This design comes from an exercise in tuning for small area, a short achievable clock period and few clock cycles on the open sky130 flow, not from production work.
Only simulation tests tie the RTL to the original design; equivalence was not proved.
Power figures rest on the tool's default switching activity, not on a simulated workload.

Design attn_top, start of the top module:
module attn_top (
    input  wire logic         I_CLK,
    input  wire logic         I_RST_N,
    input  wire logic         i_attn_start,
    input  wire logic         i_sa_vld,
    input  wire logic [127:0] i_sa_result,
    output logic              o_sa_start,
    output logic [127:0]      o_mat_1,
    output logic [127:0]      o_mat_2,
    output logic [127:0]      o_data_load,
    output logic              o_data_vld,
    output logic [127:0]      o_att_data,
    input  wire logic         i_bram_rd_vld,
    input  wire logic [127:0] i_bram_rd_mat,
    input  wire logic         i_bram_wr_done,
    output logic              o_rd_ena,
    output logic              o_wr_ena,
    output logic [1:0]        o_bram_sel_mat,
    output logic [0:0]        o_bram_sel_line,
    output logic [0:0]        o_bram_sel_col
);
==> flow/config.mk <==
export PLATFORM = sky130hd
export DESIGN_NAME = attn_top
export DESIGN_NICKNAME = attn_top
export VERILOG_FILES = /design/flow/design.v
export SDC_FILE = /design/flow/constraint.sdc
export NUM_CORES = 4
export LEC_CHECK = 0
export CAP_MARGIN = 20
export CORE_MARGIN = 2
export CORE_UTILIZATION = 45
export GPL_ROUTABILITY_DRIVEN = 0
export SETUP_SLACK_MARGIN = 2.0
export SLEW_MARGIN = 20
==> flow/constraint.sdc <==
create_clock -name core_clock -period 4.0 [get_ports {I_CLK}]
set_input_delay 0.8000 -clock core_clock [delete_from_list [all_inputs] [get_ports {I_CLK}]]
set_output_delay 0.8000 -clock core_clock [all_outputs]
set_load 0.01 [all_outputs]
standard.sh (not shown) runs the stock make flow with config.mk's settings and CLKGATE_MAP_FILE= SYNTH_SCRIPT=/design/flow/synth_recipe.tcl, a recipe that flattens the netlist after the stock synthesis.
==> flow/flow/run.sh <==
#!/bin/bash
# Standard ORFS layout with these placement/CTS tweaks:
#  - port buffers use buf_2 (each port still gets its own buffer);
#  - after global placement, each output port's buffer is moved next to the
#    cell that drives it (outbuf_near.tcl), so the register drives a short
#    wire and the buffer drives the long one; detailed placement then
#    legalizes as usual;
#  - clock tree synthesis with ORFS's default arguments but without the
#    dummy loads it adds for balancing.
set -euo pipefail
export BUFFER_PORTS_ARGS="-buffer_cell sky130_fd_sc_hd__buf_2"
export POST_GLOBAL_PLACE_TCL="$PWD/flow/outbuf_near.tcl"
export CTS_ARGS="-sink_clustering_enable -repair_clock_nets -dont_use_dummy_load"
bash standard.sh > standard_flow.log 2>&1
==> flow/flow/outbuf_near.tcl <==
# Move each output port's buffer next to the cell that drives it, so the
# driving register sees a short wire and the buffer drives the long one.
set n 0
foreach bt [[ord::get_db_block] getBTerms] {
  if {[$bt getIoType] != "OUTPUT"} continue
  set net [$bt getNet]
  set buf ""
  foreach it [$net getITerms] { if {[$it isOutputSignal]} { set buf [$it getInst] } }
  if {$buf == ""} continue
  set drv ""
  foreach it [$buf getITerms] {
    if {[$it isInputSignal]} {
      set n2 [$it getNet]
      if {$n2 == "NULL"} continue
      foreach it2 [$n2 getITerms] { if {[$it2 isOutputSignal]} { set drv [$it2 getInst] } }
    }
  }
  if {$drv == ""} continue
  set loc [$drv getLocation]
  $buf setLocation [lindex $loc 0] [lindex $loc 1]
  incr n
}
puts "moved $n output buffers next to their drivers"
Testbench counts at the start, summed over its fixed seeds: cycles 8,704.
Rerun with:
CORE_UTILIZATION = 40   (was 45)
GPL_TIMING_DRIVEN = 0   (was unset)
=> Critical path depth is higher by 2. Synthesized cell count stays the same. Global-route usage went up by 2.4 points. Wire length climbs by about a fifth. Total power increases by a few percent. Die area rose by roughly a tenth. Count of clock-buffer cells in the layout is unchanged. Clock skew grows by 0.034 ns. Synthesized area does not change. Setup slack gets worse by 0.0080 ns. Fmax falls slightly.
Rerun with:
CAP_MARGIN = 10   (was 20)
GPL_TIMING_DRIVEN = unset   (was 0)
SLEW_MARGIN = 10   (was 20)
Effect: The new run completed without violations; wire length went down by 13%; final cell count went down by 2.7%; sequential share of layout area went up by 1.1 points; combinational power went down by about 10%; die area is unchanged; design area went down by 2.1%; via count went down by about 5.4%; total power went down by 5.5%; count of clock-buffer cells in the layout went down by 1; register-to-register slack gets better by 0.04 ns.
Rerun with:
CAP_MARGIN = 20   (was 10)
SLEW_MARGIN = 20   (was 10)
After rerunning:
- The new run completed with no timing, DRC or antenna violations
- critical path depth stays the same
- clock skew stays flat
- total power is about the same
- synthesized area is unchanged
- combinational power barely changes

* * *

Setup of run A:
Another version of the RTL of attn_top (not shown whole).
Size in the first run: about 2500 cells after synthesis, ~780 I/O pins, roughly 29000 um^2 of cells after synthesis.
// attn_top
module attn_top (
    input  wire logic         I_CLK,
    input  wire logic         I_RST_N,
    input  wire logic         i_attn_start,
    input  wire logic         i_sa_vld,
    input  wire logic [127:0] i_sa_result,
    output logic              o_sa_start,
    output logic [127:0]      o_mat_1,
    output logic [127:0]      o_mat_2,
    output logic [127:0]      o_data_load,
    output logic              o_data_vld,
    output logic [127:0]      o_att_data,
    input  wire logic         i_bram_rd_vld,
    input  wire logic [127:0] i_bram_rd_mat,
    input  wire logic         i_bram_wr_done,
    output logic              o_rd_ena,
    output logic              o_wr_ena,
    output logic [1:0]        o_bram_sel_mat,
    output logic [0:0]        o_bram_sel_line,
    output logic [0:0]        o_bram_sel_col
);
clock: 4.0 ns
lec_check: 0
cap_margin: 20
core_margin: 2
core_utilization: 40
cts_cluster_diameter: 60
cts_cluster_size: 20
setup_slack_margin: 2.0
slew_margin: 20
==> flow/flow/run.sh <==
#!/bin/bash
# Standard ORFS layout with two placement tweaks:
#  - port buffers use buf_2 (each port still gets its own buffer);
#  - after global placement, each output port's buffer is moved next to the
#    cell that drives it (outbuf_near.tcl), so the register drives a short
#    wire and the buffer drives the long one; detailed placement then
#    legalizes as usual.
set -euo pipefail
export BUFFER_PORTS_ARGS="-buffer_cell sky130_fd_sc_hd__buf_2"
export POST_GLOBAL_PLACE_TCL="$PWD/flow/outbuf_near.tcl"
bash standard.sh > standard_flow.log 2>&1
Scripts as last shown in full above: flow/flow/outbuf_near.tcl
Testbench counts of run A, summed over its fixed seeds: cycles 8,704.
The inputs of run B differ from those of run A as listed below.
- CORE_UTILIZATION: 40 -> 55
- PLACE_DENSITY: unset -> 0.7
- CTS_CLUSTER_SIZE: 20 -> unset
- CTS_CLUSTER_DIAMETER: 60 -> unset
## What came out
a_q[7] as the critical path endpoint was reported by run A, and a_q[87] by run B.
The share of the synthesized area in compound gates (AO/OA/AOI/OAI) of run A and that of run B are within noise of each other.
Per the comparison of run B with run A, layout overhead on the synthesized area fell 2.5 points; amount of wire on met3 after detailed routing rose about 26%; worst slack at placement fell 0.023 ns; number of tap instances fell 262.
Setup changes, run B to run C
- PLACE_DENSITY removed (was 0.7)
- CORE_UTILIZATION changed from 55 to 40
==> run summary <==
Taking run B as the reference point, the cell area of run C rises by 290 um^2. In the flow results for run B and run C, the final-layout worst hold slack is smaller on run B. The global-route wire length before repair of run C is higher than that of run B. Run C against run B: worst stage delay on the critical path decreased by 0.03 ns relative to the old numbers, largest fanout on the critical path down 49, final wirelength saw an increase, multi-input combinational cell count barely changed. Of the two values seen for standard cell with the maximum stage delay on the critical path, dfrtp_4 was produced by run B and or4_1 by run C.
For run D, these inputs were changed with respect to run C:
- SETUP_SLACK_MARGIN: 2.0 -> 2.1
Run C: PASS, flow complete, no timing, DRC or antenna violations. Run D: all stages complete, timing, DRC and antenna checks passed. Compared with run C, in run D largest incremental delay on the critical path shrank by 0.12 ns; maximum net fanout on the critical path shrank by 4; number of buffers inserted by post-CTS setup repair grew by 34; register-to-register slack grew by 0.05 ns. [compare] base=run C new=run D: count of placed standard cells in the final layout, fillers left out moved up, critical path depth moved down, sequential share of layout area moved down, number of antenna violations at the first check in global routing moved down. ld_a as the launch point of the critical path was reported by run C, and w_q[109] by run D.

* * *

Starting RTL as in the previous note.
## attn_top
module attn_top (
    input  wire logic         I_CLK,
    input  wire logic         I_RST_N,
    input  wire logic         i_attn_start,
    input  wire logic         i_sa_vld,
    input  wire logic [127:0] i_sa_result,
    output logic              o_sa_start,
    output logic [127:0]      o_mat_1,
    output logic [127:0]      o_mat_2,
    output logic [127:0]      o_data_load,
    output logic              o_data_vld,
    output logic [127:0]      o_att_data,
    input  wire logic         i_bram_rd_vld,
    input  wire logic [127:0] i_bram_rd_mat,
    input  wire logic         i_bram_wr_done,
    output logic              o_rd_ena,
    output logic              o_wr_ena,
    output logic [1:0]        o_bram_sel_mat,
    output logic [0:0]        o_bram_sel_line,
    output logic [0:0]        o_bram_sel_col
);
==> flow/config.mk <==
export PLATFORM = sky130hd
export DESIGN_NAME = attn_top
export DESIGN_NICKNAME = attn_top
export VERILOG_FILES = /design/flow/design.v
export SDC_FILE = /design/flow/constraint.sdc
export NUM_CORES = 4
export LEC_CHECK = 0
export CAP_MARGIN = 20
export CORE_MARGIN = 2
export CORE_UTILIZATION = 40
export GPL_ROUTABILITY_DRIVEN = 0
export SETUP_SLACK_MARGIN = 2.0
export SLEW_MARGIN = 20
==> flow/constraint.sdc <==
create_clock -name core_clock -period 4.0 [get_ports {I_CLK}]
set_input_delay 0.8000 -clock core_clock [delete_from_list [all_inputs] [get_ports {I_CLK}]]
set_output_delay 0.8000 -clock core_clock [all_outputs]
set_load 0.01 [all_outputs]
Scripts as last shown in full above: flow/flow/run.sh, flow/flow/outbuf_near.tcl
Testbench counts at the start, summed over its fixed seeds: cycles 8,704.
Next try:
- GPL_ROUTABILITY_DRIVEN: 0 -> unset
- SETUP_SLACK_MARGIN: 2.0 -> 1.9
Effect: The new run ran to the end with no violations. Routed wire length increases by 0.96%. Worst hold slack hardly moves. Global-route usage increases by 0.50 points. Clock skew decreases by 0.0034 ns. Core utilization decreases by 1.0 points.

* * *

attn_top with an RTL version that a note above also has.
Size in the first run: roughly 2200 cells after synthesis, roughly 780 I/O pins, roughly 0.029 mm² of cells after synthesis.
==> flow/design.v (excerpt) <==
module attn_top (
    input  wire logic         I_CLK,
    input  wire logic         I_RST_N,
    input  wire logic         i_attn_start,
    input  wire logic         i_sa_vld,
    input  wire logic [127:0] i_sa_result,
    output logic              o_sa_start,
    output logic [127:0]      o_mat_1,
    output logic [127:0]      o_mat_2,
    output logic [127:0]      o_data_load,
    output logic              o_data_vld,
    output logic [127:0]      o_att_data,
    input  wire logic         i_bram_rd_vld,
    input  wire logic [127:0] i_bram_rd_mat,
    input  wire logic         i_bram_wr_done,
    output logic              o_rd_ena,
    output logic              o_wr_ena,
    output logic [1:0]        o_bram_sel_mat,
    output logic [0:0]        o_bram_sel_line,
    output logic [0:0]        o_bram_sel_col
);
==> flow/config.mk <==
export PLATFORM = sky130hd
export DESIGN_NAME = attn_top
export DESIGN_NICKNAME = attn_top
export VERILOG_FILES = /design/flow/design.v
export SDC_FILE = /design/flow/constraint.sdc
export NUM_CORES = 4
export LEC_CHECK = 0
export CAP_MARGIN = 20
export CORE_MARGIN = 2
export CORE_UTILIZATION = 40
export SETUP_SLACK_MARGIN = 2.0
export SLEW_MARGIN = 20
==> flow/constraint.sdc <==
create_clock -name core_clock -period 4.0 [get_ports {I_CLK}]
set_input_delay 0.8000 -clock core_clock [delete_from_list [all_inputs] [get_ports {I_CLK}]]
set_output_delay 0.8000 -clock core_clock [all_outputs]
set_load 0.01 [all_outputs]
Scripts as last shown in full above: flow/flow/run.sh, flow/flow/outbuf_near.tcl
Testbench counts at the start, summed over its fixed seeds: cycles 8,704.
Edit:
- GPL_ROUTABILITY_DRIVEN: unset -> 0
The changed run ran to the end with no violations.
Power barely changes.
Via count is lower by 0.52%.
Clock power goes down by about 1%.
Register-to-register slack improves by 0.02 ns.
Hold slack improves by 0.10 ns.
Synthesized cell count does not change.
Sequential share of layout area barely changes.
Routed wire length went down by 0.40%.
Setup slack gets worse by 0.0066 ns.

* * *

main:
attn_top, a different RTL version from the one above (not shown whole).
For scale: roughly 600 flip-flops, roughly 780 I/O pins.
Design attn_top, start of the top module:
module attn_top (
    input  wire logic         I_CLK,
    input  wire logic         I_RST_N,
    input  wire logic         i_attn_start,
    input  wire logic         i_sa_vld,
    input  wire logic [127:0] i_sa_result,
    output logic              o_sa_start,
    output logic [127:0]      o_mat_1,
    output logic [127:0]      o_mat_2,
    output logic [127:0]      o_data_load,
    output logic              o_data_vld,
    output logic [127:0]      o_att_data,
    input  wire logic         i_bram_rd_vld,
    input  wire logic [127:0] i_bram_rd_mat,
    input  wire logic         i_bram_wr_done,
    output logic              o_rd_ena,
    output logic              o_wr_ena,
    output logic [1:0]        o_bram_sel_mat,
    output logic [0:0]        o_bram_sel_line,
    output logic [0:0]        o_bram_sel_col
);
export LEC_CHECK = 0
export CAP_MARGIN = 20
export CORE_MARGIN = 2
export CORE_UTILIZATION = 40
export SETUP_SLACK_MARGIN = 2.0
export SLEW_MARGIN = 20
create_clock -name core_clock -period 4.0 [get_ports {I_CLK}]
==> flow/flow/run.sh <==
#!/bin/bash
# Standard ORFS layout; the only change is the cell used for the port
# buffers (buf_1 instead of the default pick), so each port still gets
# its own buffer.
set -euo pipefail
export BUFFER_PORTS_ARGS="-buffer_cell sky130_fd_sc_hd__buf_1"
bash standard.sh > standard_flow.log 2>&1
Having completed the whole flow, main delivered a layout that passed the timing, design-rule and antenna checks.
Testbench counts of main, summed over its fixed seeds: cycles 8,448.
Changes in the feature branch relative to main:
==> flow/flow/run.sh <==
#!/bin/bash
# Standard ORFS layout; the only change is the cell used for the port
# buffers (buf_2 instead of the default pick), so each port still gets
# its own buffer.
set -euo pipefail
export BUFFER_PORTS_ARGS="-buffer_cell sky130_fd_sc_hd__buf_2"
bash standard.sh > standard_flow.log 2>&1
Results
Number of buffers created by CTS for the feature branch: about 3% down relative to main. Routed wire length up 4800 um in the feature branch wrt main. Compare the feature branch and main | switching power share of the total lower: the feature branch. On share of total power in the clock network: the feature branch sits below main. main has lower combinational share of power than the feature branch. For the hold slack, the feature branch came in 48 ps lower than main did. Relative to main, the non-clock buffer count of the feature branch is higher by about 2.5%. For sequential cell power, main and the feature branch come out practically identical. Sort the feature branch and main by number of buffer and inverter stages on the critical path, ascending, and main comes first. Relative to main, final cell count has increased by 0.66% in the feature branch. Between the feature branch and main, met3 track demand over resource in global routing is lower for main, the feature branch comes in above that.

[static timing again, ports no longer ideal]
No port has a modelled driver above. Below, the same layouts with a new extraction and two added sets of constraints. Step 1, drivers: a clkbuf_16 drives I_CLK and a buf_2 each remaining input, both assumed. Step 2, shift: input delay + t, output delay - t, t = (earliest + latest rising clock arrival at the registers) / 2. This alone moves slack from input paths to output paths. Three values: ideal ports, drivers, drivers and shift; two values: the first two.
| run | shift t [ns] | setup slack, ns | worst register clock-pin slew, ns | worst data-port slew with drivers (ns) | cell pins on the clock port's net |
|---|---|---|---|---|---|
| the first run of note 1 | 0.649 | 1.973 / 1.930 / 1.446 | 0.06 / 0.06 | 0.13 | 1 |
| the second run of note 1 | 0.657 | 1.965 / 1.923 / 1.434 | 0.06 / 0.06 | 0.19 | 1 |
| the third run of note 1 | 0.651 | 1.978 / 1.913 / 1.445 | 0.06 / 0.06 | 0.18 | 1 |
| the fourth run of note 1 | 0.651 | 1.981 / 1.915 / 1.441 | 0.06 / 0.06 | 0.19 | 1 |
| run A | 0.689 | 1.954 / 1.907 / 1.404 | 0.09 / 0.09 | 0.15 | 1 |
| run B | 0.661 | 1.969 / 1.942 / 1.386 | 0.07 / 0.07 | 0.15 | 1 |
| run C | 0.671 | 1.988 / 1.936 / 1.457 | 0.06 / 0.06 | 0.14 | 1 |
| run D | 0.666 | 2.011 / 1.944 / 1.499 | 0.07 / 0.07 | 0.13 | 1 |
| the first run of note 3 | 0.672 | 1.990 / 1.924 / 1.405 | 0.07 / 0.07 | 0.16 | 1 |
| the second run of note 3 | 0.682 | 1.926 / 1.916 / 1.396 | 0.07 / 0.07 | 0.15 | 1 |
| the first run of note 4 | 0.670 | 1.986 / 1.931 / 1.456 | 0.06 / 0.06 | 0.17 | 1 |
| the second run of note 4 | 0.661 | 1.979 / 1.913 / 1.383 | 0.06 / 0.06 | 0.19 | 1 |
| main | 0.657 | 1.782 / 1.766 / 1.364 | 0.06 / 0.06 | 0.15 | 1 |
| the feature branch | 0.665 | 1.847 / 1.779 / 1.333 | 0.06 / 0.06 | 0.16 | 1 |
After both steps setup and hold are still met in every run listed. The setup slack of the second run of note 4, which loses most, moves by -0.066 ns with the drivers and by -0.596 ns with both steps.
